Background: an optimization exercise with open tools, aiming at small area, a short achievable clock period and few clock cycles per item. Do not read the settings as production practice. Where RTL was checked, it was by simulation tests only, not by an equivalence proof against the original.

==> garnet <==
==> flow/design.v (excerpt) <==
module fc_layer_top #(
   parameter int n_inputs = fc_layer_pkg::N_INPUTS,
   parameter int n_lanes  = fc_layer_pkg::N_LANES,
   parameter int data_w   = fc_layer_pkg::DATA_W,
   parameter bit relu_en  = 1'b1
) (
   input  logic                clk,
   input  logic                reset,
   input  logic                input_valid,
   output logic                input_ready,
   input  fc_layer_pkg::data_t input_data,
   output logic                output_valid,
   input  logic                output_ready,
   output fc_layer_pkg::data_t output_data
);
   logic [7:0][15:0] xs;         
   logic [7:0]       slot_par;   
   logic [7:0]       free;       
   logic [7:0]       rd15;       
   logic [7:0]       writable;
   logic [2:0]       wcnt;       
   logic             wpar;       
   logic             h_valid;    
   logic [15:0]      h_data;
   logic             wr_go;
   logic [15:0]      wr_data;
   logic [3:0]       l_inj;      
   logic             p_inj;      
   logic [7:0]       w8_inj;     
   logic             is15_inj;   
   logic             fire_inj;
   logic [7:0]       bv;
   logic [7:0][3:0]  btag;
   logic [7:0]       bpar;
   logic [7:0]       bis15;
   logic [7:0][7:0]  bw8;        
   logic [7:0][16:0] bu, bvv;    
   logic [7:0][15:0] bs;         
   logic [7:0]       wt;         
   logic [7:0]       blk;        
   logic [7:0]       fire;
   logic [7:0][16:0] pu, pv;     
   logic [7:0][7:0]  w8_next;    
   logic [7:0][15:0] s_new;      
   logic             kv;         
   logic [15:0]      kd;
   logic             ov;
   logic [15:0]      od;
   logic             o_free;
   assign input_ready = ~h_valid;
   always_comb begin
  ...
export LEC_CHECK = 0
export ABC_CLOCK_PERIOD_IN_PS = 4000
export CAP_MARGIN = 20
export CORE_MARGIN = 2
export CORE_UTILIZATION = 65
export PLACE_DENSITY = 0.8
export SLEW_MARGIN = 20
create_clock -name core_clock -period 12.0 [get_ports {clk}]
standard.sh (not shown) runs the stock make flow with config.mk's settings and CLKGATE_MAP_FILE= SYNTH_SCRIPT=/design/flow/synth_recipe.tcl, a recipe that flattens the netlist after the stock synthesis.
==> flow/flow/run.sh <==
#!/bin/bash
set -euo pipefail
export SETUP_SLACK_MARGIN=8
bash standard.sh > standard_flow.log 2>&1
==> inputs of pepper, as changes to garnet <==
--- a/flow/design.v
+++ b/flow/design.v
@@ -80,21 +80,22 @@
    parameter int pos = 0
 ) (
    input  logic [15:0] x,
    input  logic [3:0]  l,
    input  logic        is15,
    input  logic [7:0]  w8,
    output logic [16:0] u,
-   output logic [16:0] v
+   output logic [16:0] v,
+   output logic        ovf,
+   output logic        pos_sat
 );
    logic [7:0]         w8_unused;
    logic signed [15:0] w15;
    logic [14:0]        tp, tn, mag;
-   logic               wneg, ovf, pos_sat;
-   logic [16:0]        tu, tv;
+   logic               wneg;
    logic [15:0]        a;
    logic [7:0]         b;
    logic [3:0]         one, two, neg;
    logic [3:0][16:0]   row;
    logic t1, t2, t3, t4, t5, t6, t7, t8, t9, t10, t11, t12, t13, t14, t15, t16, t17, t18, t19, t20, t21, t22, t23, t24, t25, t26, t27, t28, t29, t30, t31, t32, t33, t34, t35, t36, t37, t38, t39, t40, t41, t42, t43, t44, t45, t46, t47, t48, t49, t50, t51, t52, t53, t54, t55, t56, t57, t58, t59, t60, t61, t62, t63, t64, t65, t66, t67, t68, t69, t70, t71, t72, t73, t74, t75, t76, t77, t78;
    fc_weight_rom #(.pos(pos)) u_rom (.l, .w8(w8_unused), .w15, .tp, .tn, .wneg);
    assign a = is15 ? w15 : x;
@@ -190,72 +191,76 @@
    assign t72 = (t40 & t41) | (t40 & row[3][7]) | (t41 & row[3][7]);
    assign t73 = t42 ^ t43 ^ row[3][8];
    assign t74 = (t42 & t43) | (t42 & row[3][8]) | (t43 & row[3][8]);
    assign t75 = t44 ^ t45 ^ row[3][9];
    assign t76 = (t44 & t45) | (t44 & row[3][9]) | (t45 & row[3][9]);
    assign t77 = t46 ^ t47 ^ row[3][10];
    assign t78 = (t46 & t47) | (t46 & row[3][10]) | (t47 & row[3][10]);
-   assign tu[0] = row[0][0];
-   assign tv[0] = neg[0];
-   assign tu[1] = row[0][1];
-   assign tv[1] = 1'b0;
-   assign tu[2] = t49;
-   assign tv[2] = neg[1];
-   assign tu[3] = t50;
-   assign tv[3] = t51;
-   assign tu[4] = t52;
-   assign tv[4] = t53;
-   assign tu[5] = t54;
-   assign tv[5] = t55;
-   assign tu[6] = t56;
-   assign tv[6] = t57;
-   assign tu[7] = t58;
-   assign tv[7] = t59;
-   assign tu[8] = t60;
-   assign tv[8] = t61;
-   assign tu[9] = t62;
-   assign tv[9] = t63;
-   assign tu[10] = t64;
-   assign tv[10] = t65;
-   assign tu[11] = t66;
-   assign tv[11] = t67;
-   assign tu[12] = t68;
-   assign tv[12] = t69;
-   assign tu[13] = t70;
-   assign tv[13] = t71;
-   assign tu[14] = t72;
-   assign tv[14] = t73;
-   assign tu[15] = t74;
-   assign tv[15] = t75;
-   assign tu[16] = t76;
-   assign tv[16] = t77;
+   assign u[0] = row[0][0];
+   assign v[0] = neg[0];
+   assign u[1] = row[0][1];
+   assign v[1] = 1'b0;
+   assign u[2] = t49;
+   assign v[2] = neg[1];
+   assign u[3] = t50;
+   assign v[3] = t51;
+   assign u[4] = t52;
+   assign v[4] = t53;
+   assign u[5] = t54;
+   assign v[5] = t55;
+   assign u[6] = t56;
+   assign v[6] = t57;
+   assign u[7] = t58;
+   assign v[7] = t59;
+   assign u[8] = t60;
+   assign v[8] = t61;
+   assign u[9] = t62;
+   assign v[9] = t63;
+   assign u[10] = t64;
+   assign v[10] = t65;
+   assign u[11] = t66;
+   assign v[11] = t67;
+   assign u[12] = t68;
+   assign v[12] = t69;
+   assign u[13] = t70;
+   assign v[13] = t71;
+   assign u[14] = t72;
+   assign v[14] = t73;
+   assign u[15] = t74;
+   assign v[15] = t75;
+   assign u[16] = t76;
+   assign v[16] = t77;
    assign mag     = x[15] ? ~x[14:0] : x[14:0];
    assign ovf     = x[15] ? (mag > tn) : (mag > tp);
    assign pos_sat = x[15] ^ ~wneg;
-   assign u = ovf ? (pos_sat ? 17'h07fff : 17'h18000) : tu;
-   assign v = ovf ? 17'h00000 : tv;
 endmodule
 `timescale 1ns/1ps
 module fc_output_stage #(
    parameter bit relu = 1'b0
 ) (
    input  logic [15:0] s,
    input  logic [16:0] u,
    input  logic [16:0] v,
+   input  logic        ovf,
+   input  logic        pos_sat,
    output logic [15:0] s_out
 );
    logic [16:0] s17, c, d, tsum;
-   logic [15:0] res;
+   logic [15:0] sat_sum, dec, sat_ovf, res;
    always_comb begin
       s17 = {s[15], s};
       d = s17 ^ u ^ v;
       c = {(s17[15:0] & u[15:0]) | (s17[15:0] & v[15:0]) | (u[15:0] & v[15:0]), 1'b0};
       tsum = c + d;
-      if (tsum[16] == tsum[15]) res = tsum[15:0];
-      else res = tsum[16] ? 16'h8000 : 16'h7fff;
+      if (tsum[16] == tsum[15]) sat_sum = tsum[15:0];
+      else sat_sum = tsum[16] ? 16'h8000 : 16'h7fff;
+      dec = s - 16'd1;
+      if (pos_sat) sat_ovf = s[15] ? {~dec[15], dec[14:0]} : 16'h7fff;
+      else         sat_ovf = s[15] ? 16'h8000 : {1'b1, s[14:0]};
+      res = ovf ? sat_ovf : sat_sum;
       if (relu && res[15]) s_out = '0;
       else s_out = res;
    end
 endmodule
 `timescale 1ns/1ps
 module fc_layer_top #(
    parameter int n_inputs = fc_layer_pkg::N_INPUTS,
@@ -290,19 +295,21 @@
    logic             fire_inj;
    logic [7:0]       bv;
    logic [7:0][3:0]  btag;
    logic [7:0]       bpar;
    logic [7:0]       bis15;
    logic [7:0][7:0]  bw8;        
    logic [7:0][16:0] bu, bvv;    
+   logic [7:0]       bovf, bpsat;
    logic [7:0][15:0] bs;         
    logic [7:0]       wt;         
    logic [7:0]       blk;        
    logic [7:0]       fire;
    logic [7:0][16:0] pu, pv;     
+   logic [7:0]       povf, ppsat;
    logic [7:0][7:0]  w8_next;    
    logic [7:0][15:0] s_new;      
    logic             kv;         
    logic [15:0]      kd;
    logic             ov;
    logic [15:0]      od;
    logic             o_free;
@@ -325,25 +332,25 @@
    fc_weight_rom #(.pos(0)) u_wr (.l(4'd0), .w8(w8_rst), .w15(), .tp(), .tn(), .wneg());
    fc_weight_rom #(.pos(1)) u_w1 (.l(l_inj), .w8(w8_next[1]), .w15(), .tp(), .tn(), .wneg());
    for (genvar j = 2; j < 8; j++) begin : g_w
       fc_weight_rom #(.pos(j)) u_w (.l(btag[j-2]), .w8(w8_next[j]), .w15(), .tp(), .tn(), .wneg());
    end
    fc_mac_lane #(.pos(0)) u_mul0 (
       .x(xs[0]), .l(l_inj), .is15(is15_inj), .w8(w8_inj),
-      .u(pu[0]), .v(pv[0])
+      .u(pu[0]), .v(pv[0]), .ovf(povf[0]), .pos_sat(ppsat[0])
    );
    for (genvar j = 1; j < 8; j++) begin : g_mul
       fc_mac_lane #(.pos(j)) u_mul (
          .x(xs[j]), .l(btag[j-1]), .is15(bis15[j-1]), .w8(bw8[j-1]),
-         .u(pu[j]), .v(pv[j])
+         .u(pu[j]), .v(pv[j]), .ovf(povf[j]), .pos_sat(ppsat[j])
       );
    end
    for (genvar j = 0; j < 8; j++) begin : g_acc
       fc_output_stage #(.relu(j == 7 && relu_en)) u_acc (
-         .s(j == 0 ? 16'd0 : bs[j]), .u(bu[j]), .v(bvv[j]),
+         .s(j == 0 ? 16'd0 : bs[j]), .u(bu[j]), .v(bvv[j]), .ovf(bovf[j]), .pos_sat(bpsat[j]),
          .s_out(s_new[j])
       );
    end
    assign o_free = ~ov | output_ready;
    always_ff @(posedge clk) begin
       if (reset) begin
          wcnt     <= '0;
@@ -393,23 +400,27 @@
       if (fire_inj) begin
          btag[0]  <= l_inj;
          bpar[0]  <= p_inj;
          bis15[0] <= is15_inj;
          bw8[0]   <= w8_next[1];
          bu[0]    <= pu[0];
          bvv[0]   <= pv[0];
+         bovf[0]  <= povf[0];
+         bpsat[0] <= ppsat[0];
       end
       for (int j = 1; j < 8; j++) begin
          if (fire[j-1]) begin
             btag[j]  <= btag[j-1];
             bpar[j]  <= bpar[j-1];
             bis15[j] <= bis15[j-1];
             bw8[j]   <= (j < 7) ? w8_next[(j+1) % 8] : 8'd0;
             bu[j]    <= pu[j];
             bvv[j]   <= pv[j];
+            bovf[j]  <= povf[j];
+            bpsat[j] <= ppsat[j];
             bs[j]    <= s_new[j-1];
          end
       end
       if (o_free) begin
          if (kv | fire[7]) od <= kv ? kd : s_new[7];
       end else if (fire[7] & ~kv) begin
          kd <= s_new[7];
- CORE_UTILIZATION: 65 -> 40
- PLACE_DENSITY: 0.8 -> 0.6
==> notes.md <==
In pepper the die area is higher than in garnet, by about 70%. In pepper the maximum frequency is larger than in garnet, by about 2.3%. Against garnet, the global-route usage of pepper is lower by 12 points. Register-to-register slack: pepper is better than garnet (0.09 ns).
Testbench counts of garnet, summed over its fixed seeds: cycles 3,160, items 192.
For pepper, only the layout was checked, not whether the RTL still works.

========
==> job 5145 <==
Another version of the RTL of fc_layer_top (not shown whole).
## fc_layer_top
module fc_layer_top #(
   parameter int n_inputs = fc_layer_pkg::N_INPUTS,
   parameter int n_lanes  = fc_layer_pkg::N_LANES,
   parameter int data_w   = fc_layer_pkg::DATA_W,
   parameter bit relu_en  = 1'b1
) (
   input  logic                clk,
   input  logic                reset,
   input  logic                input_valid,
   output logic                input_ready,
   input  fc_layer_pkg::data_t input_data,
   output logic                output_valid,
   input  logic                output_ready,
   output fc_layer_pkg::data_t output_data
);
   logic [7:0][15:0] xs;         
   logic [7:0]       slot_par;   
   logic [7:0]       free;       
   logic [7:0]       rd15;       
   logic [7:0]       writable;
   logic [2:0]       wcnt;       
   logic             wpar;       
   logic             h_valid;    
   logic [15:0]      h_data;
   logic             wr_go;
   logic [15:0]      wr_data;
   logic [3:0]       l_inj;      
   logic             p_inj;      
   logic             fire_inj;
   logic [7:1]       bv;
   logic [7:1][3:0]  btag;
   logic [7:1]       bpar;
   logic [7:1][15:0] bs;
   logic [7:1]       wt;         
  ...
clock: 12.0 ns
lec_check: 0
abc_clock_period_in_ps: 5000
cap_margin: 20
core_margin: 2
core_utilization: 40
place_density: 0.6
setup_slack_margin: 5
slew_margin: 20
run.sh (not shown) runs the stock make flow with config.mk's settings and CLKGATE_MAP_FILE= SYNTH_SCRIPT=/design/flow/synth_recipe.tcl, a recipe that flattens the netlist after the stock synthesis.
Stock flow here: none of the scripts above is used.
==> job 9073 (differences from job 5145) <==
--- a/flow/design.v
+++ b/flow/design.v
@@ -16,25 +16,25 @@
 `timescale 1ns/1ps
 module fc_weight_rom #(
    parameter int pos = 0
 ) (
    input  logic [3:0]         l,
-   output logic signed [7:0]  w8,
+   output logic [11:0]        dig,
    output logic signed [15:0] w15,
    output logic [14:0]        tp,
    output logic [14:0]        tn,
    output logic               wneg
 );
-   localparam [1023:0] T_W8 = {
-      {16'h4317, 16'h3879, 16'h4db2, 16'h5dd9, 16'h336c, 16'h3ea5, 16'h46bf, 16'h6529},
-      {16'h762a, 16'h25b6, 16'h065b, 16'h0f35, 16'h2ab6, 16'h3d49, 16'h0934, 16'h28a3},
-      {16'h3dee, 16'h6fe6, 16'h187a, 16'h611e, 16'h7ebe, 16'h7b5a, 16'h1a00, 16'h604f},
-      {16'h7658, 16'h389d, 16'h46a8, 16'h4a61, 16'h5fb3, 16'h3b97, 16'h08d0, 16'h7ce3},
-      {16'h6329, 16'h5b88, 16'h29b1, 16'h2464, 16'h7eaf, 16'h24c6, 16'h31d9, 16'h7939},
-      {16'h739e, 16'h5326, 16'h6ea1, 16'h1324, 16'h516d, 16'h2c3c, 16'h02fc, 16'h69d6},
-      {16'h202c, 16'h7716, 16'h70ee, 16'h7be2, 16'h107d, 16'h2a10, 16'h2ce0, 16'h7c35},
-      {16'h7107, 16'h0859, 16'h5827, 16'h1945, 16'h1ea1, 16'h13be, 16'h3a95, 16'h1341}
+   localparam [1535:0] T_DIG = {
+      {16'h4307, 16'h4cb2, 16'h3148, 16'h46bf, 16'h0a24, 16'h104a, 16'h05c1, 16'h0296, 16'h75cb, 16'h6eb5, 16'h781a, 16'h6529},
+      {16'h7228, 16'h044b, 16'h22b6, 16'h0934, 16'h5010, 16'h086c, 16'h0382, 16'h0114, 16'h23ed, 16'h2583, 16'h347d, 16'h28a3},
+      {16'h358c, 16'h1860, 16'h64be, 16'h1a00, 16'h0000, 16'h6044, 16'h04a4, 16'h1a00, 16'h779c, 16'h1fa0, 16'h615a, 16'h604f},
+      {16'h7650, 16'h0488, 16'h5723, 16'h08d0, 16'h00c0, 16'h0809, 16'h4420, 16'h0010, 16'h7e35, 16'h15d2, 16'h3347, 16'h7ce3},
+      {16'h6229, 16'h0991, 16'h5e2f, 16'h31d9, 16'h0880, 16'h0514, 16'h4a60, 16'h00c0, 16'h7239, 16'h5acb, 16'h151f, 16'h7939},
+      {16'h319e, 16'h6e81, 16'h5141, 16'h02fc, 16'h0038, 16'h3d84, 16'h5111, 16'h0228, 16'h3d87, 16'h4249, 16'h2ec0, 16'h69d6},
+      {16'h0028, 16'h608e, 16'h107d, 16'h2ce0, 16'h5002, 16'h0000, 16'h380d, 16'h00c0, 16'h07f8, 16'h6b9f, 16'h06f0, 16'h7c35},
+      {16'h7106, 16'h4026, 16'h0c21, 16'h3a95, 16'h2900, 16'h4002, 16'h0414, 16'h2894, 16'h507e, 16'h07e4, 16'h292b, 16'h1341}
    };
    localparam [1919:0] T_TP = {
       {16'h0000, 16'h0000, 16'h0000, 16'h0010, 16'h0000, 16'h0481, 16'h7b7f, 16'h6100, 16'h15ca, 16'h7078, 16'h8ec7, 16'h6b8f, 16'h93f7, 16'h0ea5, 16'h6725},
       {16'h0000, 16'h0000, 16'h0000, 16'h0400, 16'h0802, 16'h2461, 16'h53fe, 16'h26c2, 16'h03ad, 16'h0d2d, 16'h0122, 16'h1555, 16'h837c, 16'ha641, 16'h8b20},
       {16'h0001, 16'h0003, 16'h0001, 16'h0003, 16'h0861, 16'h2d97, 16'h7a2d, 16'h334b, 16'h45ad, 16'h635b, 16'h0861, 16'h3dcf, 16'h1a61, 16'h9013, 16'h14e9},
@@ -66,11 +66,11 @@
    };
    localparam [127:0] T_W15 = {
       16'h0653, 16'hee49, 16'hc5bc, 16'hbe14, 16'h9e54, 16'h541c, 16'heda5, 16'hf175
    };
    always_comb begin
-      for (int b = 0; b < 8; b++)  w8[b] = T_W8[(pos*8 + b)*16 + l];
+      for (int b = 0; b < 12; b++) dig[b] = T_DIG[(pos*12 + b)*16 + l];
       for (int b = 0; b < 15; b++) tp[b] = T_TP[(pos*15 + b)*16 + l];
       for (int b = 0; b < 15; b++) tn[b] = T_TN[(pos*15 + b)*16 + l];
       wneg = T_WNEG[pos*16 + l];
       w15  = T_W15[pos*16 +: 16];
    end
@@ -80,37 +80,40 @@
    parameter int pos  = 0,
    parameter bit relu = 1'b0
 ) (
    input  logic [15:0] x,
    input  logic [3:0]  l,
+   input  logic        is15,
+   input  logic [11:0] dig,
    input  logic [15:0] s,
    output logic [15:0] s_out
 );
-   logic signed [7:0]  w8;
+   logic [11:0]        dig_unused;
    logic signed [15:0] w15;
    logic [14:0]        tp, tn, mag;
-   logic               wneg, is15, ovf, pos_sat;
+   logic               wneg, ovf, pos_sat;
    logic [15:0]        a;
-   logic [7:0]         b;
+   logic [3:0]         xone, xtwo, xneg;
    logic [3:0]         one, two, neg;
    logic [3:0][16:0]   row;
    logic [16:0]        u, v, tsum;
    logic [15:0]        sat_sum, dec, sat_ovf, res;
    logic t1, t2, t3, t4, t5, t6, t7, t8, t9, t10, t11, t12, t13, t14, t15, t16, t17, t18, t19, t20, t21, t22, t23, t24, t25, t26, t27, t28, t29, t30, t31, t32, t33, t34, t35, t36, t37, t38, t39, t40, t41, t42, t43, t44, t45, t46, t47, t48, t49, t50, t51, t52, t53, t54, t55, t56, t57, t58, t59, t60, t61, t62, t63, t64, t65, t66, t67, t68, t69, t70, t71, t72, t73, t74, t75, t76, t77, t78, t79, t80, t81, t82, t83, t84, t85, t86, t87, t88, t89, t90, t91, t92, t93, t94, t95, t96, t97, t98, t99, t100, t101, t102, t103, t104, t105, t106, t107, t108, t109, t110, t111, t112;
-   fc_weight_rom #(.pos(pos)) u_rom (.l, .w8, .w15, .tp, .tn, .wneg);
-   assign is15 = (l == 4'd15);
+   fc_weight_rom #(.pos(pos)) u_rom (.l, .dig(dig_unused), .w15, .tp, .tn, .wneg);
    assign a    = is15 ? w15 : x;
-   assign b    = is15 ? x[7:0] : w8;
    always_comb begin
       for (int r = 0; r < 4; r++) begin
          logic bl, bm, bh;
-         bl = (r == 0) ? 1'b0 : b[2*r-1];
-         bm = b[2*r];
-         bh = b[2*r+1];
-         one[r] = bm ^ bl;
-         two[r] = (bh & ~bm & ~bl) | (~bh & bm & bl);
-         neg[r] = bh & ~(bm & bl);
+         bl = (r == 0) ? 1'b0 : x[2*r-1];
+         bm = x[2*r];
+         bh = x[2*r+1];
+         xone[r] = bm ^ bl;
+         xtwo[r] = (bh & ~bm & ~bl) | (~bh & bm & bl);
+         xneg[r] = bh & ~(bm & bl);
+         one[r] = is15 ? xone[r] : dig[r];
+         two[r] = is15 ? xtwo[r] : dig[4+r];
+         neg[r] = is15 ? xneg[r] : dig[8+r];
          for (int i = 0; i < 17; i++) begin
             logic ai, am;
             ai = (i == 16) ? a[15] : a[i];
             am = (i == 0) ? 1'b0 : a[i-1];
             row[r][i] = ((one[r] & ai) | (two[r] & am)) ^ neg[r];
@@ -306,14 +309,18 @@
    logic             wr_go;
    logic [15:0]      wr_data;
    logic [3:0]       l_inj;      
    logic             p_inj;      
    logic             fire_inj;
+   logic [11:0]      dig_inj;    
+   logic             is15_inj;   
    logic [7:1]       bv;
    logic [7:1][3:0]  btag;
    logic [7:1]       bpar;
    logic [7:1][15:0] bs;
+   logic [7:1][11:0] bdig;       
+   logic [7:1]       bis15;      
    logic [7:1]       wt;         
    logic [7:1]       blk;        
    logic [7:1]       fire;
    logic             out_stall;
    logic [7:0][15:0] s_new;      
@@ -329,24 +336,42 @@
       for (int k = 1; k < 8; k++) rd15[k] = fire[k] & (btag[k] == 4'd15);
       writable = free | rd15;
       wr_data = h_valid ? h_data : input_data;
       wr_go   = (h_valid | input_valid) & writable[wcnt];
    end
-   fc_mac_lane #(.pos(0)) u_mac0 (.x(xs[0]), .l(l_inj), .s(16'd0), .s_out(s_new[0]));
+   logic [7:0][11:0] dig_next;   
+   logic [11:0]      dig_rst;    
+   logic [7:0][14:0] unused_t;
+   logic [7:0]       unused_w;
+   logic [7:0][15:0] unused_w15;
+   fc_weight_rom #(.pos(0)) u_dig0 (.l(l_inj + 4'd1), .dig(dig_next[0]), .w15(unused_w15[0]),
+                                    .tp(unused_t[0]), .tn(), .wneg(unused_w[0]));
+   fc_weight_rom #(.pos(1)) u_dig1 (.l(l_inj), .dig(dig_next[1]), .w15(unused_w15[1]),
+                                    .tp(unused_t[1]), .tn(), .wneg(unused_w[1]));
+   fc_weight_rom #(.pos(0)) u_dig_rst (.l(4'd0), .dig(dig_rst), .w15(), .tp(), .tn(), .wneg());
+   for (genvar j = 2; j < 8; j++) begin : g_dig
+      fc_weight_rom #(.pos(j)) u_dig (.l(btag[j-1]), .dig(dig_next[j]), .w15(unused_w15[j]),
+                                      .tp(unused_t[j]), .tn(), .wneg(unused_w[j]));
+   end
+   fc_mac_lane #(.pos(0)) u_mac0 (
+      .x(xs[0]), .l(l_inj), .is15(is15_inj), .dig(dig_inj), .s(16'd0), .s_out(s_new[0])
+   );
    for (genvar j = 1; j < 8; j++) begin : g_mac
       fc_mac_lane #(.pos(j), .relu(j == 7 && relu_en)) u_mac (
-         .x(xs[j]), .l(btag[j]), .s(bs[j]), .s_out(s_new[j])
+         .x(xs[j]), .l(btag[j]), .is15(bis15[j]), .dig(bdig[j]), .s(bs[j]), .s_out(s_new[j])
       );
    end
    always_ff @(posedge clk) begin
       if (reset) begin
          wcnt     <= '0;
          wpar     <= 1'b0;
          h_valid  <= 1'b0;
          slot_par <= '1;
          free     <= '1;
          l_inj    <= '0;
+         dig_inj  <= dig_rst;
+         is15_inj <= 1'b0;
          p_inj    <= 1'b0;
          bv       <= '0;
       end else begin
          if (wr_go) begin
             slot_par[wcnt] <= wpar;
@@ -358,10 +383,12 @@
             if (wr_go && wcnt == 3'(k)) free[k] <= 1'b0;
             else if (rd15[k]) free[k] <= 1'b1;
          end
          if (fire_inj) begin
             l_inj <= l_inj + 1'b1;
+            dig_inj <= dig_next[0];
+            is15_inj <= (l_inj == 4'd14);
             if (l_inj == 4'd15) p_inj <= ~p_inj;
          end
          bv[1] <= fire_inj | (bv[1] & ~fire[1]);
          for (int j = 2; j < 8; j++) bv[j] <= fire[j-1] | (bv[j] & ~fire[j]);
       end
@@ -371,16 +398,20 @@
       for (int k = 0; k < 8; k++) begin
          if (wr_go && wcnt == 3'(k)) xs[k] <= wr_data;
       end
       if (fire_inj) begin
          btag[1] <= l_inj;
+         bdig[1] <= dig_next[1];
+         bis15[1] <= is15_inj;
          bpar[1] <= p_inj;
          bs[1]   <= s_new[0];
       end
       for (int j = 2; j < 8; j++) begin
          if (fire[j-1]) begin
             btag[j] <= btag[j-1];
+            bdig[j] <= dig_next[j];
+            bis15[j] <= bis15[j-1];
             bpar[j] <= bpar[j-1];
             bs[j]   <= s_new[j-1];
          end
       end
    end
==> job 2009 (differences from job 5145) <==
--- a/flow/design.v
+++ b/flow/design.v
@@ -16,25 +16,25 @@
 `timescale 1ns/1ps
 module fc_weight_rom #(
    parameter int pos = 0
 ) (
    input  logic [3:0]         l,
-   output logic signed [7:0]  w8,
+   output logic [11:0]        dig,
    output logic signed [15:0] w15,
    output logic [14:0]        tp,
    output logic [14:0]        tn,
    output logic               wneg
 );
-   localparam [1023:0] T_W8 = {
-      {16'h4317, 16'h3879, 16'h4db2, 16'h5dd9, 16'h336c, 16'h3ea5, 16'h46bf, 16'h6529},
-      {16'h762a, 16'h25b6, 16'h065b, 16'h0f35, 16'h2ab6, 16'h3d49, 16'h0934, 16'h28a3},
-      {16'h3dee, 16'h6fe6, 16'h187a, 16'h611e, 16'h7ebe, 16'h7b5a, 16'h1a00, 16'h604f},
-      {16'h7658, 16'h389d, 16'h46a8, 16'h4a61, 16'h5fb3, 16'h3b97, 16'h08d0, 16'h7ce3},
-      {16'h6329, 16'h5b88, 16'h29b1, 16'h2464, 16'h7eaf, 16'h24c6, 16'h31d9, 16'h7939},
-      {16'h739e, 16'h5326, 16'h6ea1, 16'h1324, 16'h516d, 16'h2c3c, 16'h02fc, 16'h69d6},
-      {16'h202c, 16'h7716, 16'h70ee, 16'h7be2, 16'h107d, 16'h2a10, 16'h2ce0, 16'h7c35},
-      {16'h7107, 16'h0859, 16'h5827, 16'h1945, 16'h1ea1, 16'h13be, 16'h3a95, 16'h1341}
+   localparam [1535:0] T_DIG = {
+      {16'h4307, 16'h4cb2, 16'h3148, 16'h46bf, 16'h0a24, 16'h104a, 16'h05c1, 16'h0296, 16'h75cb, 16'h6eb5, 16'h781a, 16'h6529},
+      {16'h7228, 16'h044b, 16'h22b6, 16'h0934, 16'h5010, 16'h086c, 16'h0382, 16'h0114, 16'h23ed, 16'h2583, 16'h347d, 16'h28a3},
+      {16'h358c, 16'h1860, 16'h64be, 16'h1a00, 16'h0000, 16'h6044, 16'h04a4, 16'h1a00, 16'h779c, 16'h1fa0, 16'h615a, 16'h604f},
+      {16'h7650, 16'h0488, 16'h5723, 16'h08d0, 16'h00c0, 16'h0809, 16'h4420, 16'h0010, 16'h7e35, 16'h15d2, 16'h3347, 16'h7ce3},
+      {16'h6229, 16'h0991, 16'h5e2f, 16'h31d9, 16'h0880, 16'h0514, 16'h4a60, 16'h00c0, 16'h7239, 16'h5acb, 16'h151f, 16'h7939},
+      {16'h319e, 16'h6e81, 16'h5141, 16'h02fc, 16'h0038, 16'h3d84, 16'h5111, 16'h0228, 16'h3d87, 16'h4249, 16'h2ec0, 16'h69d6},
+      {16'h0028, 16'h608e, 16'h107d, 16'h2ce0, 16'h5002, 16'h0000, 16'h380d, 16'h00c0, 16'h07f8, 16'h6b9f, 16'h06f0, 16'h7c35},
+      {16'h7106, 16'h4026, 16'h0c21, 16'h3a95, 16'h2900, 16'h4002, 16'h0414, 16'h2894, 16'h507e, 16'h07e4, 16'h292b, 16'h1341}
    };
    localparam [1919:0] T_TP = {
       {16'h0000, 16'h0000, 16'h0000, 16'h0010, 16'h0000, 16'h0481, 16'h7b7f, 16'h6100, 16'h15ca, 16'h7078, 16'h8ec7, 16'h6b8f, 16'h93f7, 16'h0ea5, 16'h6725},
       {16'h0000, 16'h0000, 16'h0000, 16'h0400, 16'h0802, 16'h2461, 16'h53fe, 16'h26c2, 16'h03ad, 16'h0d2d, 16'h0122, 16'h1555, 16'h837c, 16'ha641, 16'h8b20},
       {16'h0001, 16'h0003, 16'h0001, 16'h0003, 16'h0861, 16'h2d97, 16'h7a2d, 16'h334b, 16'h45ad, 16'h635b, 16'h0861, 16'h3dcf, 16'h1a61, 16'h9013, 16'h14e9},
@@ -66,11 +66,11 @@
    };
    localparam [127:0] T_W15 = {
       16'h0653, 16'hee49, 16'hc5bc, 16'hbe14, 16'h9e54, 16'h541c, 16'heda5, 16'hf175
    };
    always_comb begin
-      for (int b = 0; b < 8; b++)  w8[b] = T_W8[(pos*8 + b)*16 + l];
+      for (int b = 0; b < 12; b++) dig[b] = T_DIG[(pos*12 + b)*16 + l];
       for (int b = 0; b < 15; b++) tp[b] = T_TP[(pos*15 + b)*16 + l];
       for (int b = 0; b < 15; b++) tn[b] = T_TN[(pos*15 + b)*16 + l];
       wneg = T_WNEG[pos*16 + l];
       w15  = T_W15[pos*16 +: 16];
    end
@@ -80,37 +80,40 @@
    parameter int pos  = 0,
    parameter bit relu = 1'b0
 ) (
    input  logic [15:0] x,
    input  logic [3:0]  l,
+   input  logic        is15,
+   input  logic [11:0] dig,
    input  logic [15:0] s,
    output logic [15:0] s_out
 );
-   logic signed [7:0]  w8;
+   logic [11:0]        dig_unused;
    logic signed [15:0] w15;
    logic [14:0]        tp, tn, mag;
-   logic               wneg, is15, ovf, pos_sat;
+   logic               wneg, ovf, pos_sat;
    logic [15:0]        a;
-   logic [7:0]         b;
+   logic [3:0]         xone, xtwo, xneg;
    logic [3:0]         one, two, neg;
    logic [3:0][16:0]   row;
    logic [16:0]        u, v, tsum;
    logic [15:0]        sat_sum, dec, sat_ovf, res;
    logic t1, t2, t3, t4, t5, t6, t7, t8, t9, t10, t11, t12, t13, t14, t15, t16, t17, t18, t19, t20, t21, t22, t23, t24, t25, t26, t27, t28, t29, t30, t31, t32, t33, t34, t35, t36, t37, t38, t39, t40, t41, t42, t43, t44, t45, t46, t47, t48, t49, t50, t51, t52, t53, t54, t55, t56, t57, t58, t59, t60, t61, t62, t63, t64, t65, t66, t67, t68, t69, t70, t71, t72, t73, t74, t75, t76, t77, t78, t79, t80, t81, t82, t83, t84, t85, t86, t87, t88, t89, t90, t91, t92, t93, t94, t95, t96, t97, t98, t99, t100, t101, t102, t103, t104, t105, t106, t107, t108, t109, t110, t111, t112;
-   fc_weight_rom #(.pos(pos)) u_rom (.l, .w8, .w15, .tp, .tn, .wneg);
-   assign is15 = (l == 4'd15);
+   fc_weight_rom #(.pos(pos)) u_rom (.l, .dig(dig_unused), .w15, .tp, .tn, .wneg);
    assign a    = is15 ? w15 : x;
-   assign b    = is15 ? x[7:0] : w8;
    always_comb begin
       for (int r = 0; r < 4; r++) begin
          logic bl, bm, bh;
-         bl = (r == 0) ? 1'b0 : b[2*r-1];
-         bm = b[2*r];
-         bh = b[2*r+1];
-         one[r] = bm ^ bl;
-         two[r] = (bh & ~bm & ~bl) | (~bh & bm & bl);
-         neg[r] = bh & ~(bm & bl);
+         bl = (r == 0) ? 1'b0 : x[2*r-1];
+         bm = x[2*r];
+         bh = x[2*r+1];
+         xone[r] = bm ^ bl;
+         xtwo[r] = (bh & ~bm & ~bl) | (~bh & bm & bl);
+         xneg[r] = bh & ~(bm & bl);
+         one[r] = is15 ? xone[r] : dig[r];
+         two[r] = is15 ? xtwo[r] : dig[4+r];
+         neg[r] = is15 ? xneg[r] : dig[8+r];
          for (int i = 0; i < 17; i++) begin
             logic ai, am;
             ai = (i == 16) ? a[15] : a[i];
             am = (i == 0) ? 1'b0 : a[i-1];
             row[r][i] = ((one[r] & ai) | (two[r] & am)) ^ neg[r];
@@ -310,10 +313,12 @@
    logic             fire_inj;
    logic [7:1]       bv;
    logic [7:1][3:0]  btag;
    logic [7:1]       bpar;
    logic [7:1][15:0] bs;
+   logic [7:1][11:0] bdig;       
+   logic [7:1]       bis15;      
    logic [7:1]       wt;         
    logic [7:1]       blk;        
    logic [7:1]       fire;
    logic             out_stall;
    logic [7:0][15:0] s_new;      
@@ -329,14 +334,28 @@
       for (int k = 1; k < 8; k++) rd15[k] = fire[k] & (btag[k] == 4'd15);
       writable = free | rd15;
       wr_data = h_valid ? h_data : input_data;
       wr_go   = (h_valid | input_valid) & writable[wcnt];
    end
-   fc_mac_lane #(.pos(0)) u_mac0 (.x(xs[0]), .l(l_inj), .s(16'd0), .s_out(s_new[0]));
+   logic [7:0][11:0] dig_next;   
+   logic [7:0][14:0] unused_t;
+   logic [7:0]       unused_w;
+   logic [7:0][15:0] unused_w15;
+   fc_weight_rom #(.pos(0)) u_dig0 (.l(l_inj), .dig(dig_next[0]), .w15(unused_w15[0]),
+                                    .tp(unused_t[0]), .tn(), .wneg(unused_w[0]));
+   fc_weight_rom #(.pos(1)) u_dig1 (.l(l_inj), .dig(dig_next[1]), .w15(unused_w15[1]),
+                                    .tp(unused_t[1]), .tn(), .wneg(unused_w[1]));
+   for (genvar j = 2; j < 8; j++) begin : g_dig
+      fc_weight_rom #(.pos(j)) u_dig (.l(btag[j-1]), .dig(dig_next[j]), .w15(unused_w15[j]),
+                                      .tp(unused_t[j]), .tn(), .wneg(unused_w[j]));
+   end
+   fc_mac_lane #(.pos(0)) u_mac0 (
+      .x(xs[0]), .l(l_inj), .is15(l_inj == 4'd15), .dig(dig_next[0]), .s(16'd0), .s_out(s_new[0])
+   );
    for (genvar j = 1; j < 8; j++) begin : g_mac
       fc_mac_lane #(.pos(j), .relu(j == 7 && relu_en)) u_mac (
-         .x(xs[j]), .l(btag[j]), .s(bs[j]), .s_out(s_new[j])
+         .x(xs[j]), .l(btag[j]), .is15(bis15[j]), .dig(bdig[j]), .s(bs[j]), .s_out(s_new[j])
       );
    end
    always_ff @(posedge clk) begin
       if (reset) begin
          wcnt     <= '0;
@@ -371,16 +390,20 @@
       for (int k = 0; k < 8; k++) begin
          if (wr_go && wcnt == 3'(k)) xs[k] <= wr_data;
       end
       if (fire_inj) begin
          btag[1] <= l_inj;
+         bdig[1] <= dig_next[1];
+         bis15[1] <= (l_inj == 4'd15);
          bpar[1] <= p_inj;
          bs[1]   <= s_new[0];
       end
       for (int j = 2; j < 8; j++) begin
          if (fire[j-1]) begin
             btag[j] <= btag[j-1];
+            bdig[j] <= dig_next[j];
+            bis15[j] <= bis15[j-1];
             bpar[j] <= bpar[j-1];
             bs[j]   <= s_new[j-1];
          end
       end
    end
==> notes.md <==
Largest net degree at the start of global routing: job 5145 56; job 9073 69; job 2009 64
Final Skew: job 5145 33.6 ps; job 9073 56.6 ps; job 2009 30.1 ps
Area of the mapped netlist: job 5145 0.0526 mm^2; job 9073 0.0555 mm^2; job 2009 0.0550 mm^2
Run status: job 5145 finished clean; job 9073 finished clean; job 2009 finished clean
Number of enable flip-flop cells after synthesis: job 5145 290; job 9073 378; job 2009 378
GRT Util Overall: job 5145 23.5%; job 9073 22.5%; job 2009 22.4%
Setup slack on the worst flop-to-flop path: job 5145 5150 ps; job 9073 5370 ps; job 2009 5360 ps
WP data required: job 5145 12460 ps; job 9073 12530 ps; job 2009 12390 ps
GR met3 Demand/Resource: job 5145 2.68%; job 9073 2.79%; job 2009 2.69%
Pre-CTS setup slack: job 5145 3350 ps; job 9073 5360 ps; job 2009 4770 ps
Number of unique standard cell types used by synthesis: job 5145 106; job 9073 113; job 2009 114
DIE AREA: job 5145 0.134 mm^2; job 9073 0.142 mm^2; job 2009 0.141 mm^2
Fraction of met1 tracks used by global routing: job 5145 33.8%; job 9073 32.1%; job 2009 32.3%
Testbench counts of job 9073, summed over its fixed seeds: cycles 3,152, items 192.
For job 5145 and job 2009, only the layout was checked, not whether the RTL still works.

-- what the ideal ports hide --
In the flow no input, the clock included, has a driving cell. The finished layouts below were timed again as built, in two steps.
Step 1 sets driving cells, clkbuf_16 on the clock port and buf_2 on the other inputs (assumed; they add their load-dependent delay and slew).
Step 2 times the ports against the registers' clock, not the clock port: input delays grow and output delays shrink by t, the midpoint of the rising clock arrivals with the driver on.
Slacks: ideal ports / drivers / drivers and shift; pairs: ideal ports / drivers.
run | t, ns | setup slack, ns | clock arrival spread, ns | worst register clock-pin slew, ns
garnet | 0.736 | 8.005 / 7.980 / 7.472 | 0.039 / 0.039 | 0.07 / 0.07
pepper | 0.769 | 8.096 / 8.018 / 7.510 | 0.060 / 0.060 | 0.07 / 0.07
job 5145 | 0.702 | 5.148 / 5.148 / 4.824 | 0.036 / 0.035 | 0.07 / 0.07
job 9073 | 0.718 | 5.367 / 5.367 / 5.355 | 0.060 / 0.060 | 0.07 / 0.07
job 2009 | 0.710 | 5.355 / 5.355 / 4.759 | 0.033 / 0.033 | 0.07 / 0.07
After both steps every run listed still meets setup and hold. The setup slack of job 2009, which loses most, moves by 0.000 ns with the drivers and by -0.596 ns with both steps.
